What follows belongs to an exercise in optimizing a design on an open flow for small area and a short achievable clock period; a production flow would make more cautious choices.
In this exercise RTL edits were held to simulation tests only and were not proved equivalent to the original.
Power figures rest on the tool's default switching activity, not on a simulated workload.

$ cat design/flow/config.mk
export PLATFORM = sky130hd
export DESIGN_NAME = exmem_stage_task3
export DESIGN_NICKNAME = exmem_stage_task3
export VERILOG_FILES = /design/flow/design.v
export SDC_FILE = /design/flow/constraint.sdc
export NUM_CORES = 4
export LEC_CHECK = 0
export CAP_MARGIN = 20
export CORE_MARGIN = 2
export CORE_UTILIZATION = 30
export SLEW_MARGIN = 20
$ cat design/flow/constraint.sdc
create_clock -name core_clock -period 10.0 [get_ports {clk}]
set_input_delay 2.0000 -clock core_clock [delete_from_list [all_inputs] [get_ports {clk}]]
set_output_delay 2.0000 -clock core_clock [all_outputs]
set_load 0.01 [all_outputs]
$ cat design/flow/design.v
`default_nettype none
module exmem_stage_task3 #(
    parameter int XLEN = 64,
    parameter int RW   = 5
) (
    input  logic            clk,
    input  logic            reset,
    input  logic [XLEN-1:0] a,
    input  logic [XLEN-1:0] readdata1,
    input  logic [XLEN-1:0] readdata2,
    input  logic [XLEN-1:0] imm_data,
    input  logic [RW-1:0]   rs1,
    input  logic [RW-1:0]   rs2,
    input  logic [RW-1:0]   rd,
    input  logic [3:0]      funct4,
    input  logic            Branch,
    input  logic            Memread,
    input  logic            Memtoreg,
    input  logic            Memwrite,
    input  logic            Regwrite,
    input  logic            Alusrc,
    input  logic [1:0]      aluop,
    input  logic            hold,
    input  logic            flush,
    input  logic [RW-1:0]   memwb_rd,
    input  logic            memwb_regwrite,
    input  logic [XLEN-1:0] memwb_wdata,
    output logic [XLEN-1:0] branch_target,
    output logic [XLEN-1:0] alu_result,
    output logic [XLEN-1:0] write_data,
    output logic            zero,
    output logic [RW-1:0]   rd_out,
    output logic            Branch_o,
    output logic            Memread_o,
    output logic            Memtoreg_o,
    output logic            Memwrite_o,
    output logic            Regwrite_o,
    output logic            pc_src
);
    localparam int SHW = $clog2(XLEN);
    typedef enum logic [3:0] {
        ALU_ADD = 4'd0,
        ALU_SUB = 4'd1,
        ALU_AND = 4'd2,
        ALU_OR  = 4'd3,
        ALU_XOR = 4'd4,
        ALU_SLL = 4'd5,
        ALU_SRL = 4'd6,
        ALU_SRA = 4'd7
    } alu_sel_e;
    logic [XLEN-1:0] bt_q,  bt_d;
    logic [XLEN-1:0] alu_q, alu_d;
    logic [XLEN-1:0] wd_q,  wd_d;
    logic            zero_q, zero_d;
    logic [RW-1:0]   rd_q,  rd_d;
    logic            br_q,  br_d;
    logic            mr_q,  mr_d;
    logic            mtr_q, mtr_d;
    logic            mw_q,  mw_d;
    logic            rw_q,  rw_d;
    logic            taken_q, taken_d;
    logic [XLEN-1:0] fwd_a;
    logic [XLEN-1:0] fwd_b;
    logic [XLEN-1:0] op_b;
    logic [XLEN-1:0] alu_res;
    logic [SHW-1:0]  shamt;
    alu_sel_e        alu_sel;
    logic            taken;
    always_comb begin
        fwd_a = readdata1;
        if (rw_q && (rd_q != '0) && (rd_q == rs1)) begin
            fwd_a = alu_q;
        end else if (memwb_regwrite && (memwb_rd != '0) && (memwb_rd == rs1)) begin
            fwd_a = memwb_wdata;
        end
        fwd_b = readdata2;
        if (rw_q && (rd_q != '0) && (rd_q == rs2)) begin
            fwd_b = alu_q;
        end else if (memwb_regwrite && (memwb_rd != '0) && (memwb_rd == rs2)) begin
            fwd_b = memwb_wdata;
        end
        op_b  = Alusrc ? imm_data : fwd_b;
        shamt = op_b[SHW-1:0];
    end
    always_comb begin
        alu_sel = ALU_ADD;
        case (aluop)
            2'b00: alu_sel = ALU_ADD;
            2'b01: alu_sel = ALU_SUB;
            2'b10: begin
                case (funct4)
                    4'b0000: alu_sel = ALU_ADD;
                    4'b1000: alu_sel = ALU_SUB;
                    4'b0111: alu_sel = ALU_AND;
                    4'b0110: alu_sel = ALU_OR;
                    4'b0100: alu_sel = ALU_XOR;
                    4'b0001: alu_sel = ALU_SLL;
                    4'b0101: alu_sel = ALU_SRL;
                    4'b1101: alu_sel = ALU_SRA;
                    default: alu_sel = ALU_ADD;
                endcase
            end
            default: alu_sel = ALU_ADD;
        endcase
    end
    always_comb begin
        alu_res = fwd_a + op_b;
        case (alu_sel)
            ALU_ADD: alu_res = fwd_a + op_b;
            ALU_SUB: alu_res = fwd_a - op_b;
            ALU_AND: alu_res = fwd_a & op_b;
            ALU_OR:  alu_res = fwd_a | op_b;
            ALU_XOR: alu_res = fwd_a ^ op_b;
            ALU_SLL: alu_res = fwd_a << shamt;
            ALU_SRL: alu_res = fwd_a >> shamt;
            ALU_SRA: alu_res = $unsigned($signed(fwd_a) >>> shamt);
            default: alu_res = fwd_a + op_b;
        endcase
    end
    always_comb begin
        taken = 1'b0;
        case (funct4[2:0])
            3'b000:  taken = (fwd_a == fwd_b);
            3'b001:  taken = (fwd_a != fwd_b);
            3'b100:  taken = ($signed(fwd_a) <  $signed(fwd_b));
            3'b101:  taken = ($signed(fwd_a) >= $signed(fwd_b));
            3'b110:  taken = (fwd_a <  fwd_b);
            3'b111:  taken = (fwd_a >= fwd_b);
            default: taken = 1'b0;
        endcase
    end
    always_comb begin
        bt_d    = bt_q;
        alu_d   = alu_q;
        wd_d    = wd_q;
        zero_d  = zero_q;
        rd_d    = rd_q;
        br_d    = br_q;
        mr_d    = mr_q;
        mtr_d   = mtr_q;
        mw_d    = mw_q;
        rw_d    = rw_q;
        taken_d = taken_q;
        if (flush || !hold) begin
            bt_d   = a + (imm_data << 1);
            alu_d  = alu_res;
            wd_d   = fwd_b;
            zero_d = (alu_res == '0);
            rd_d   = rd;
        end
        if (flush) begin
            br_d    = 1'b0;
            mr_d    = 1'b0;
            mtr_d   = 1'b0;
            mw_d    = 1'b0;
            rw_d    = 1'b0;
            taken_d = 1'b0;
        end else if (!hold) begin
            br_d    = Branch;
            mr_d    = Memread;
            mtr_d   = Memtoreg;
            mw_d    = Memwrite;
            rw_d    = Regwrite;
            taken_d = taken;
        end
    end
    always_ff @(posedge clk or posedge reset) begin
        if (reset) begin
            bt_q    <= '0;
            alu_q   <= '0;
            wd_q    <= '0;
            zero_q  <= 1'b0;
            rd_q    <= '0;
            br_q    <= 1'b0;
            mr_q    <= 1'b0;
            mtr_q   <= 1'b0;
            mw_q    <= 1'b0;
            rw_q    <= 1'b0;
            taken_q <= 1'b0;
        end else begin
            bt_q    <= bt_d;
            alu_q   <= alu_d;
            wd_q    <= wd_d;
            zero_q  <= zero_d;
            rd_q    <= rd_d;
            br_q    <= br_d;
            mr_q    <= mr_d;
            mtr_q   <= mtr_d;
            mw_q    <= mw_d;
            rw_q    <= rw_d;
            taken_q <= taken_d;
        end
    end
    assign branch_target = bt_q;
    assign alu_result    = alu_q;
    assign write_data    = wd_q;
    assign zero          = zero_q;
    assign rd_out        = rd_q;
    assign Branch_o      = br_q;
    assign Memread_o     = mr_q;
    assign Memtoreg_o    = mtr_q;
    assign Memwrite_o    = mw_q;
    assign Regwrite_o    = rw_q;
    assign pc_src        = br_q & taken_q;
endmodule
`default_nettype wire
$ cat design/flow/run.sh
#!/bin/bash
# synth_recipe.tcl (not shown) runs the flow's synth.tcl, then flattens the netlist and writes it again
# the make line also repeats each setting of config.mk as NAME=value (left out here)
make -C /OpenROAD-flow-scripts/flow DESIGN_CONFIG=/design/flow/config.mk WORK_HOME=/design/flow/orfs CLKGATE_MAP_FILE= SYNTH_SCRIPT=/design/flow/synth_recipe.tcl finish
==> metrics.csv <==
stage;metric;value;unit
status;status;complete, no violations;
critical_path;worst path arrival time;10.20;ns
min_path;Hold Crit Class;flop to flop;
detailed_routing;number of DRC markers in iteration 0;6704;
power;pwr dens;144;mW/mm²
critical_path;cell mode on critical path;a21o_1;
place;RePlAce Congestion;1.07;
critical_path;crit path capture type;flop;
critical_path;Critical Path Max Stage Delay;0.59;ns
detailed_routing;Routed Antenna Nets;0;
cells_and_area;most common cell after layout, fill and taps aside;buf_4;
clock_tree;Bufs on Longest Clock Path;3;
place;count of port buffers added during placement;560;
floorplanning;Die Span Y;345;µm
detailed_routing;DRC Markers;0;
timing;fin. max-slew vios;0;
floorplanning;Die Area;0.119;mm²
clock_tree;Root Buffer;clkbuf_16;
critical_path;worst-path cell with the longest stage delay;or4_1;
synth;Area contributors post-synth;dfrtp_1 15%, ha_1 11%, o21ai_0 7.4%;
critical_path;Critical Path Sink;zero_q;
floorplanning;Initial Util;0.302;
cells_and_area;Fill cells;12159;
floorplanning;Die W;345;µm
global_routing;first-pass GRT wire length;369000;µm
timing;headroom to the max-slew limit;0.109;
critical_path;worst reg-to-reg path cell count;30;
detailed_routing;DR vias/cell;6.45;
power;Max IR drop VDD;110;µV
critical_path;Worst Setup Path Type;input port to flop;
clock_tree;CTS tree;built;
critical_path;crit start category;input port;
synth;most area-hungry cell type in the Yosys netlist;dfrtp_1;
floorplanning;Row Count;125;
critical_path;Req. time, crit path;10.53;ns
cells_and_area;Layout Nets;6518;
synth;Synth Instances;4937;
power;Clock power frac;0.164;
cells_and_area;most frequent cells in the layout;658 x buf_4, 557 x clkdlybuf4s50_1, 515 x o21ai_0;
floorplanning;num ports;561;
place;hpwl dp;219000;µm
detailed_routing;wire per inst;36.5;µm
synth;sequential fraction of the synthesis area;0.146;
clock_tree;htree depth;1;
global_routing;vias in the first global route;45325;
clock_tree;Clock Latency Late Sink;0.63;ns
critical_path;FF-to-FF Start;rd_q[1];
run;Max Cap Viol;0;
detailed_routing;vias;47802;
global_routing;largest net degree at the start of global routing;172;
timing;actual slew at the worst max-slew pin;1.32;ns
cells_and_area;ratio of cells with drive above 1 in the final layout;0.153;
synth;Post-Syn Nets;5617;
cells_and_area;design area;0.0475;mm²
power;leakage dissipation;20.2;nW
global_routing;initial antenna violation count;38;
synth;Post-synth EDFFs;0;
synth;Post-synth ARST share;1.00;
cells_and_area;Area Growth Syn to Fin;35.6;%
clock_tree;Clock Sinks;204;
synth;commonest register cell after synthesis;dfrtp_1;
critical_path;reg2reg end;zero_q;
power;Switching Share;0.501;
critical_path;CP max FO;30;
synth;number of synthesized register bits;204;
power;Comb power frac;0.644;
clock_tree;Clock Pin Slew Worst Setup and Hold Paths;0.07;ns
timing;period utilization;0.967;
timing;Clock Skews;0.0428;ns
critical_path;R2R setup slack;1.56;ns
synth;Yosys warnings;1;
synth;Syn Area/Cell;7.09;µm²
detailed_routing;WL final;270000;µm
synth;Mapped Area;0.0350;mm²
place;placed instance area;0.0463;mm²
synth;post-synth cell types;104;
timing;fin crit period;9.67;ns
cells_and_area;Final Util;0.409;
global_routing;total congestion overflow;0;
power;Sw Pwr;3.42;mW
synth;top cell type's share of synthesized area;0.146;
power;Internal;3.40;mW
floorplanning;core area;0.116;mm²
global_routing;all-layer global routing usage;0.433;
clock_tree;TritonCTS Buffers;27;
timing;max frequency;103;MHz
critical_path;Critical Path Source;rs2[0];
timing;# setup viols final;0;
power;Seq pwr share;0.193;
detailed_routing;Pre-antenna DRT Iters;9;
timing;Final Hold Fails;0;
==> synthesized netlist by cell type, drive strengths merged (13+ instances only) <==
| library cell | instances |
|---|---|
| or3 | 19 |
| and3 | 28 |
| o221ai | 17 |
| o31ai | 37 |
| nand3 | 283 |
| and2 | 37 |
| a31oi | 108 |
| nor4 | 84 |
| a311oi | 13 |
| clkbuf | 220 |
| nand2 | 495 |
| o21ai | 537 |
| o2111ai | 16 |
| a2111oi | 17 |
| nor2b | 30 |
| nand2b | 32 |
| o21a | 46 |
| o22ai | 39 |
| a221oi | 50 |
| mux2 | 41 |
| o31a | 29 |
| nor2 | 401 |
| xnor2 | 139 |
| xor2 | 40 |
| a31o | 18 |
| ha | 321 |
| nor3 | 81 |
| a211oi | 74 |
| o211ai | 119 |
| buf | 138 |
| mux2i | 192 |
| dfrtp | 204 |
| or2 | 25 |
| mux4 | 21 |
| a21o | 99 |
| a21oi | 370 |
| o21bai | 19 |
| a22oi | 71 |
| nand4 | 59 |
| inv | 204 |
==> power groups by stage <==
stage / logic (mW) / clock network, mW / registers, mW
after floorplan: 1.79 / 0 / 1.24
after global placement: 4.22 / 0 / 1.30
after detailed placement: 4.21 / 0 / 1.30
after CTS: 4.23 / 1.12 / 1.29
after global routing: 4.53 / 1.15 / 1.31
final: 4.39 / 1.12 / 1.31
==> layout make-up <==
class / instances / area [µm²] / area share
Multi-Input combinational cell: 4171 / 27900 / 0.587
Tap cell: 1524 / 1910 / 0.0402
Clock inverter: 18 / 243 / 0.00512
Timing Repair Buffer: 1230 / 10800 / 0.227
Sequential cell: 204 / 5100 / 0.108
Inverter: 204 / 778 / 0.0164
Antenna cell: 27 / 67.6 / 0.00142
Clock buffer: 32 / 704 / 0.0148
==> per-layer routing <==
| layer | GRT usage | wire length (µm) |
|---|---|---|
| met1 | 0.542 | 105000 |
| met2 | 0.655 | 115000 |
| met3 | 0.107 | 27800 |
| met4 | 0.296 | 22400 |
| met5 | 0 | 114 |
==> critical path, delay by kind of cell <==
kind	cells	cell delay, ns
simple gates	10	2.77
fa+ha+maj	1	0.27
buf+inv	6	1.71
xor+xnor	2	0.44
mux	2	0.61
compound gates	12	2.37
==> state kept, by name, summed over array words and instances (netlist names) <==
signal   cells
br_q         1
rw_q         1
mr_q         1
alu_q       64
mw_q         1
taken_q      1
wd_q        64
zero_q       1
mtr_q        1
bt_q        64
rd_q         5
==> logic make-up after synthesis <==
group,Yosys count,share of synthesized area
xor+xnor,179,0.0448
flops,204,0.146
simple gates,1610,0.215
compound gates,1805,0.331
fa+ha+maj,323,0.116
mux,254,0.0817
buf+inv,562,0.0659
==> per-stage QoR <==
step | hold slack (ns) | power (mW) | std cells | worst slack, ns | setup TNS [ns]
2_1_floorplan | 0.442 | 3.03 | 4937 | 0.762 | 0
3_3_place_gp | 0.451 | 5.52 | 7331 | -0.512 | -0.512
3_5_place_dp | 0.460 | 5.51 | 7331 | -0.518 | -0.532
4_1_cts | 0.477 | 6.64 | 7381 | 0.0676 | 0
5_1_grt | 0.494 | 7.00 | 7402 | -0.0383 | -0.0383
6_report | 0.476 | 6.82 | 7410 | 0.329 | 0
==> what timing repair did <==
item                       in CTS  in global routing
pin swaps                       0                  6
setup endpoints to repair       1                  1
hold buffers                    0                  0
gates resized for setup         2                 24
setup buffers                   0                  2
cloned                          0                  0
==> worst min-delay path by stage <==
stage                  start       end  slack (ns)  cells after the start
finish               wd_q[0]   wd_q[0]        0.48                      2
global route        bt_q[21]  bt_q[21]        0.49                      2
CTS                  bt_q[0]   bt_q[0]        0.48                      2
detailed placement   bt_q[0]   bt_q[0]        0.46                      2
global placement    bt_q[21]  bt_q[21]        0.45                      2
floorplan            taken_q   taken_q        0.44                      2

-- afterwards: timing with drivers on the ports --
How much do the figures lean on ideal ports? The routed layout below was timed once more, with nothing changed but the port constraints.
Step 1 (the two cells are an assumption about what drives the block):
set clk [get_ports {clk}]
set_driving_cell -lib_cell sky130_fd_sc_hd__clkbuf_16 $clk
set_driving_cell -lib_cell sky130_fd_sc_hd__buf_2 [delete_from_list [all_inputs] $clk]
Step 2 times the ports against the registers' clock, not the clock port: input delays grow and output delays shrink by t, the midpoint of the rising clock arrivals with the driver on.
a / b / c = ideal ports / drivers / drivers and shift; a / b = the first two.
shift t [ns]: 0.678
setup WS [ns]: 0.329 / 0.374 / -0.304
clock arrival spread, ns: 0.043 / 0.043
worst register clock-pin slew, ns: 0.07 / 0.07
Met with ideal ports but missed after step 2: setup timing in this run. For this run, drivers alone change the setup slack by +0.045 ns; drivers and shift together by -0.633 ns.
